Context: an optimization exercise on an open-source flow, tuned for small area, a short achievable clock period and few clock cycles. The choices shown serve that exercise and are no tape-out recipe.
In this exercise RTL edits were held to simulation tests only and were not proved equivalent to the original.
Power is estimated from default activity; no workload was simulated.

==> design.v <==
module midpoint_circle_generator #(
  parameter int COORD_BITS  = 16,
  parameter int RADIUS_BITS = 14
) (
  input  logic                   clk,
  input  logic                   rst,
  input  logic                   cmd_valid,
  output logic                   cmd_ready,
  input  logic                   cmd_action,
  input  logic [COORD_BITS-1:0]  cmd_center_x,
  input  logic [COORD_BITS-1:0]  cmd_center_y,
  input  logic [RADIUS_BITS-1:0] cmd_radius,
  input  logic                   cmd_fill,
  input  logic                   pix_ready,
  output logic                   pix_valid,
  output logic [COORD_BITS:0]    pix_x_start,
  output logic [COORD_BITS:0]    pix_y_start,
  output logic [COORD_BITS:0]    pix_x_end,
  output logic [COORD_BITS:0]    pix_y_end,
  output logic                   pix_last_of_item,
  output logic                   pix_circle_done
);
  localparam int EB = 16;   
  localparam int SB = COORD_BITS + 1;
  localparam int RB = RADIUS_BITS;
  function automatic logic [SB-1:0] add_ks(input logic [SB-1:0] a, input logic [SB-1:0] b,
                                           input logic cin);
    logic [SB-1:0] g, pp, gn, pn, c;
    g  = a & b;
    pp = a ^ b;
    g[0] = g[0] | (pp[0] & cin);
    pn = pp;
    for (int d = 1; d < SB; d = d * 2) begin
      gn = g;
      for (int i = d; i < SB; i++) begin
        gn[i] = g[i] | (pn[i] & g[i-d]);
      end
      for (int i = SB - 1; i >= d; i--) begin
        pn[i] = pn[i] & pn[i-d];
      end
      g = gn;
    end
    c = {g[SB-2:0], cin};
    add_ks = pp ^ c;
  endfunction
  logic          jv;       
  logic          start;
  logic          fill;
  logic [2:0]    k;        
  logic          run;      
  logic [15:0]   cx;
  logic [15:0]   cy;
  logic [RB-1:0] x;
  logic [RB-1:0] y;
  logic [EB-1:0] e;
  logic          e_ph1;    
  logic          e_ph2;    
  logic          sw, xsn, ysn, xen, yen, lst;
  logic [RB-1:0] oxr, oyr;   
  logic [RB-1:0] xn, yn;
  logic          load, give, free, accept, take_start, take_step, adv;
  logic          p;
  logic          p1;       
  logic [RB-1:0] x_nx, y_nx;
  logic [EB-1:0] e_nx;
  logic [RB:0]   ymx;      
  logic          run_nx;
  logic          start_n, fill_n;
  logic [2:0]    k_n;
  logic          sw_n, xsn_n, ysn_n, xen_n, yen_n, lst_n;
  assign load       = !pix_valid || pix_ready;
  assign give       = jv && load;
  assign free       = !jv || (lst && load);
  assign cmd_ready  = free;
  assign accept     = cmd_valid && free;
  assign take_start = accept && !cmd_action;
  assign take_step  = accept && cmd_action && run;
  assign p      = !e[EB-1];
  assign x_nx   = x + 1'b1;
  assign y_nx   = y - p;
  assign e_nx   = e + (e_ph1 ? {1'b0, x, 1'b1} : ~{1'b0, y, 1'b0}) + {15'd0, !e_ph1};
  assign ymx    = {1'b0, y} - {1'b0, x};
  assign run_nx = !ymx[RB] && (ymx[RB-1:0] >= (p ? 14'd3 : 14'd2));
  always_ff @(posedge clk) begin
    if (rst) begin
      jv  <= 1'b0;
      run <= 1'b0;
    end else if (take_start) begin
      jv  <= 1'b1;
      run <= (cmd_radius != '0);
    end else if (take_step) begin
      jv  <= 1'b1;
      run <= run_nx;
    end else if (give && lst) begin
      jv  <= 1'b0;
    end
  end
  always_ff @(posedge clk) begin
    if (take_start) begin
      start <= 1'b1;
      fill  <= cmd_fill;
      cx    <= cmd_center_x;
      cy    <= cmd_center_y;
      x     <= '0;
      y     <= cmd_radius;
      e     <= -({2'b00, cmd_radius});
    end else if (take_step) begin
      start <= 1'b0;
      x     <= x_nx;
      y     <= y_nx;
    end else if (e_ph1 || e_ph2) begin
      e     <= e_nx;
    end
  end
  always_ff @(posedge clk) begin
    if (rst) begin
      e_ph1 <= 1'b0;
      e_ph2 <= 1'b0;
    end else begin
      e_ph1 <= take_step;
      e_ph2 <= e_ph1 && p1;
    end
  end
  always_ff @(posedge clk) begin
    if (take_step) begin
      p1 <= p;
    end
  end
  assign adv     = take_start || take_step;
  assign start_n = take_start ? 1'b1 : (take_step ? 1'b0 : start);
  assign fill_n  = take_start ? cmd_fill : fill;
  assign k_n     = adv ? 3'd0 : k + 1'b1;
  always_comb begin
    sw_n = 1'b0; xsn_n = 1'b0; ysn_n = 1'b0; xen_n = 1'b0; yen_n = 1'b0; lst_n = 1'b0;
    if (start_n && fill_n) begin
      lst_n = (k_n == 3'd1);
      if (k_n[0]) begin
        sw_n = 1'b0; xsn_n = 1'b0; ysn_n = 1'b0; xen_n = 1'b0; yen_n = 1'b1;
      end else begin
        sw_n = 1'b1; xsn_n = 1'b0; ysn_n = 1'b0; xen_n = 1'b1; yen_n = 1'b0;
      end
    end else if (start_n) begin
      lst_n = (k_n == 3'd3);
      case (k_n[1:0])
        2'd0:    begin sw_n = 1'b1; xsn_n = 1'b0; ysn_n = 1'b0; end
        2'd1:    begin sw_n = 1'b1; xsn_n = 1'b1; ysn_n = 1'b0; end
        2'd2:    begin sw_n = 1'b0; xsn_n = 1'b0; ysn_n = 1'b0; end
        default: begin sw_n = 1'b0; xsn_n = 1'b0; ysn_n = 1'b1; end
      endcase
      xen_n = xsn_n; yen_n = ysn_n;
    end else if (fill_n) begin
      lst_n = (k_n == 3'd3);
      sw_n  = k_n[1];
      xsn_n = k_n[1];
      xen_n = !k_n[1];
      ysn_n = k_n[0] ^ k_n[1];
      yen_n = k_n[0] ^ k_n[1];
    end else begin
      lst_n = (k_n == 3'd7);
      sw_n  = k_n[2];
      xsn_n = k_n[0] ^ k_n[2];
      ysn_n = k_n[1] ^ k_n[2];
      xen_n = xsn_n;
      yen_n = ysn_n;
    end
  end
  always_comb begin
    xn = x;
    yn = y;
    if (take_start) begin
      xn = '0;
      yn = cmd_radius;
    end else if (take_step) begin
      xn = x_nx;
      yn = y_nx;
    end
  end
  always_ff @(posedge clk) begin
    if (adv || give) begin
      oxr <= sw_n ? yn : xn;
      oyr <= sw_n ? xn : yn;
    end
  end
  always_ff @(posedge clk) begin
    if (adv || give) begin
      k   <= k_n;
      sw  <= sw_n;
      xsn <= xsn_n;
      ysn <= ysn_n;
      xen <= xen_n;
      yen <= yen_n;
      lst <= lst_n;
    end
  end
  logic [SB-1:0] cx_e, cy_e, ox, oy;
  assign cx_e = {cx[15], cx};
  assign cy_e = {cy[15], cy};
  assign ox   = {3'b000, oxr};
  assign oy   = {3'b000, oyr};
  always_ff @(posedge clk) begin
    if (rst) begin
      pix_valid <= 1'b0;
    end else if (load) begin
      pix_valid <= jv;
    end
  end
  always_ff @(posedge clk) begin
    if (give) begin
      pix_x_start      <= add_ks(cx_e, ox ^ {SB{xsn}}, xsn);
      pix_y_start      <= add_ks(cy_e, oy ^ {SB{ysn}}, ysn);
      pix_x_end        <= add_ks(cx_e, ox ^ {SB{xen}}, xen);
      pix_y_end        <= add_ks(cy_e, oy ^ {SB{yen}}, yen);
      pix_last_of_item <= lst;
      pix_circle_done  <= !run;
    end
  end
endmodule
==> config.mk <==
export PLATFORM = sky130hd
export DESIGN_NAME = midpoint_circle_generator
export DESIGN_NICKNAME = midpoint_circle_generator
export VERILOG_FILES = /design/flow/design.v
export SDC_FILE = /design/flow/constraint.sdc
export NUM_CORES = 4
export LEC_CHECK = 0
export ABC_AREA = 1
export CAP_MARGIN = 20
export CORE_MARGIN = 2
export CORE_UTILIZATION = 40
export SETUP_SLACK_MARGIN = 2.5
export SLEW_MARGIN = 20
==> constraint.sdc <==
create_clock -name core_clock -period 5.0 [get_ports {clk}]
set_input_delay 1.0000 -clock core_clock [delete_from_list [all_inputs] [get_ports {clk}]]
set_output_delay 1.0000 -clock core_clock [all_outputs]
set_load 0.01 [all_outputs]
==> run.sh <==
#!/bin/bash
# synth_recipe.tcl (not shown) runs the flow's synth.tcl, then flattens the netlist and writes it again
# the make line also repeats each setting of config.mk as NAME=value (left out here)
make -C /OpenROAD-flow-scripts/flow DESIGN_CONFIG=/design/flow/config.mk WORK_HOME=/design/flow/orfs CLKGATE_MAP_FILE= SYNTH_SCRIPT=/design/flow/synth_recipe.tcl finish
==> flow_metrics.py <==
metrics = {
    "floorplanning": {
        "start_util": 0.409,
        "pin_count": 124,
        "die_x_um": 179,
        "die_h_um": 179,
        "core_area_um2": 29900,
        "rows": 63,
        "design.die.area_um2": 31900,
    },
    "global_routing": {
        "antenna_found_initial": 0,
        "grt_start_max_net_pins": 71,
        "grt.total_usage": 0.202,
        "grt_overflow": 0,
        "grt_pass1_vias": 9694,
        "grt_pass1_wl_mm": 49.9,
    },
    "pwr": {
        "intPower_mw": 4.70,
        "fin_total_pwr_mw": 7.51,
        "power_density_nw_per_um2": 457,
        "power.net_switching_mw": 2.81,
        "p_sw_frac": 0.374,
        "clkPwrFrac": 0.198,
        "peakVddDrop_mv": 0.232,
        "p_leak_nw": 7.02,
        "pwr-share-seq": 0.310,
        "pwr-share-comb": 0.492,
    },
    "worst_setup_path": {
        "r2r_slack_ps": 2530,
        "cp_data_arrival_time_ps": 2750,
        "cpPeakStageDelay_ps": 230,
        "r2r-end": "e[12]",
        "endpoint_kind": "flip-flop",
        "cp_max_fo": 8,
        "path_class": "primary input to flip-flop",
        "worstPathCellList": "buf_8, inv_12, nand2_8, nand2_8, nand2_4, nand2_4, nor2_4, buf_6, or2_4, o21ai_4, inv_2, nand2_4, o211ai_4, buf_12, nand2_8, buf_6, o21ai_2",
        "worstReg2RegStart": "e_ph1",
        "crit_slowest_cell": "or2_4",
        "worst-r2r-cell-count": 19,
        "critPathRequiredTime_ps": 5170,
        "cp-start-kind": "primary input",
    },
    "routing": {
        "via_per_inst": 5.10,
        "drc_errors": 0,
        "dr.pass1.iters": 5,
        "drt.antenna.violating_nets": 0,
        "drtIter0Drc": 688,
        "via_count": 10297,
        "drt_wl_total_mm": 32.7,
        "wl_per_cell_um": 16.2,
    },
    "timing": {
        "skew_ps": 9.68,
        "finalSetupTns_ps": 0,
        "drv_slew": 0,
        "max_freq_mhz": 388,
        "setup_violations": 0,
        "tightest_slew_ps": 891,
        "slew-limit-headroom": 0.406,
        "period_share": 0.515,
        "final_hold_viol_count": 0,
        "rsz0062_at_grt": "yes",
        "min_period_ps": 2580,
    },
    "hold_path": {
        "hold_path_end": "e_ph2",
        "hold_depth": 2,
        "hold_start": "p1",
        "hp-class": "flip-flop to flip-flop",
    },
    "clocking": {
        "cts_sinks": 190,
        "clk_pin_slew_ps": 70,
        "clk-insertion-delay-late_ps": 430,
        "h-tree-depth": 4,
        "clockBufferDepth": 2,
        "holdBufCountCts": 0,
        "cts_tree": "built",
        "cts_root_buf": "clkbuf_16",
        "cts_buffers": 17,
    },
    "synth": {
        "syn-num-nets": 1527,
        "yosysTopAreaCellShare": 0.381,
        "ys_warn_count": 1,
        "synth_area_leaders": "edfxtp_1 38%, nand2_1 10%, ha_1 9.7%",
        "synth-edff-count": 155,
        "async_flop_share": 0,
        "synth.distinct_cells": 48,
        "syn_area_per_cell_um2": 8.89,
        "syn_area_um2": 12200,
        "yosysSeqAreaShare": 0.439,
        "syn_inst": 1374,
        "yosys.area.top_type": "edfxtp_1",
        "ys.flop_type": "edfxtp_1",
        "ys_ff_latch": 190,
    },
    "finish": {
        "postLayoutCoreUtil": 0.550,
        "layout_commonest_cell": "nand2_1",
        "final_nets": 1770,
        "diodes": 0,
        "areaGrowthSynthToFinish_pct": 34.5,
        "most-common-layout-cells": "280 x nand2_1, 155 x edfxtp_1, 146 x inv_1, 113 x clkdlybuf4s50_1, 106 x xor2_1",
        "fin_area_um2": 16400,
        "finalNonFillerCells": 2020,
        "nFillCells": 2653,
        "drive_gt1_frac": 0.224,
    },
    "place": {
        "place.gp.congestion": 0.957,
        "dpl.hpwl_mm": 23.1,
        "postPlaceCellArea_um2": 13900,
        "portBuffers": 123,
        "dp.cells": 1866,
    },
    "outcome": {
        "status": "finished clean",
    },
    "run": {
        "drv_cap": 0,
    },
}
==> logic make-up after synthesis <==
| family | share of synthesized area |
|---|---|
| xor+xnor | 0.101 |
| fa+ha+maj | 0.107 |
| flops | 0.439 |
| simple gates | 0.177 |
| buf+inv | 0.0623 |
| compound gates | 0.114 |
==> area by class of cell <==
class	count	area, um^2	share of cell area
Sequential cell	190	5370	0.327
Inverter	158	633	0.0386
Tap cell	390	488	0.0297
Timing Repair Buffer	245	2310	0.141
Clock inverter	14	204	0.0124
Clock buffer	18	429	0.0261
Timing Repair inverter	4	45.0	0.00274
Multi-Input combinational cell	1001	6940	0.423
==> routing by layer <==
layer	GRT usage	part of all wire	routed length, um
met1	0.263	0.44	14300
met2	0.348	0.50	16300
met3	0.0284	0.046	1510
met4	0.0633	0.018	604
met5	0	0	0
==> how the worst max path moves through the flow <==
stage	from	slack (ps)	endpoint	cells past startpoint
6_report	pix_ready	2420	oyr[4]	17
5_1_grt	e_ph1	2370	e[12]	19
4_1_cts	pix_ready	2420	oyr[4]	17
3_5_place_dp	pix_ready	990	oxr[0]	16
3_3_place_gp	pix_ready	1100	oxr[1]	16
2_1_floorplan	pix_ready	2320	oyr[4]	13
==> worst max-delay path: cells and delay by family <==
family / cells / cell delay [ps]
buffers and inverters: 6 / 690
AND/OR/NAND/NOR: 8 / 790
AO/OA/AOI/OAI: 3 / 230
==> cell usage after synthesis (3+ instances only) <==
library cell and number:
xnor2_1 31, nand3b_1 8, nand2_2 8, o31ai_1 3, inv_1 153, a21oi_1 83, buf_1 5, o21ai_0 96
o22ai_1 4, nand3_1 45, xor2_1 110, nand4_1 17, dfxtp_1 35, nor4_1 6, nor2_1 71, o21ai_2 9
a21boi_0 11, edfxtp_1 155, fa_1 6, or2_2 3, a31oi_1 3, o211ai_1 3, a211oi_1 3, buf_2 5
inv_2 4, clkbuf_1 11, o21bai_1 8, nor3_1 27, nand2_1 324, ha_1 95, a21o_1 12
==> flip-flops by register name, summed over array words and instances (netlist names), 14 cells and up <==
| signal | cells |
|---|---|
| cx | 16 |
| cy | 16 |
| pix_x_end | 17 |
| pix_x_start | 17 |
| y | 14 |
| pix_y_end | 17 |
| oyr | 14 |
| oxr | 14 |
| x | 14 |
| e | 16 |
| pix_y_start | 17 |
==> stage by stage <==
stage / hold WS (ps) / setup slack (ps)
after floorplan: 440 / 2320
after detailed placement: 466 / 986
final: 483 / 2420
after global routing: 530 / 2370
after CTS: 486 / 2420
after global placement: 461 / 1100
==> power by group through the flow <==
stage	Sequential, mW	Clock [mW]	Combinational [mW]
floorplan	2.34	0	2.06
global placement	2.39	0	2.72
detailed placement	2.39	0	2.76
CTS	2.31	1.51	3.18
global route	2.35	1.56	4.10
finish	2.33	1.49	3.69
==> timing repair <==
item	in CTS	in global routing
endpoints found under the hold margin	0	0
endpoints found under the setup margin	250	83
cloned	6	1
setup buffers	58	57
gates resized for setup	132	156
pin swaps	34	100
Testbench counts, summed over its fixed seeds: cycles 38,852.

## what the ideal ports hide
The flow's constraints put no driver on any port. The routed layout listed below was extracted and timed again, unchanged, in two steps. Step 1: set_driving_cell puts a clkbuf_16 on clk and a buf_2 on each other input, an assumption about the parent block. Step 2 times the ports against the registers' clock, not the clock port: input delays grow and output delays shrink by t, the midpoint of the rising clock arrivals with the driver on. Slacks: ideal ports / drivers / drivers and shift; pairs: ideal ports / drivers.
t, ns: 0.479
slack for setup (ns): 2.424 / 2.436 / 1.956
worst setup path after step 2: input to register
clock arrival spread, ns: 0.010 / 0.009
After both steps setup and hold are still met in this run. For this run, drivers alone change the setup slack by +0.012 ns; drivers and shift together by -0.468 ns.
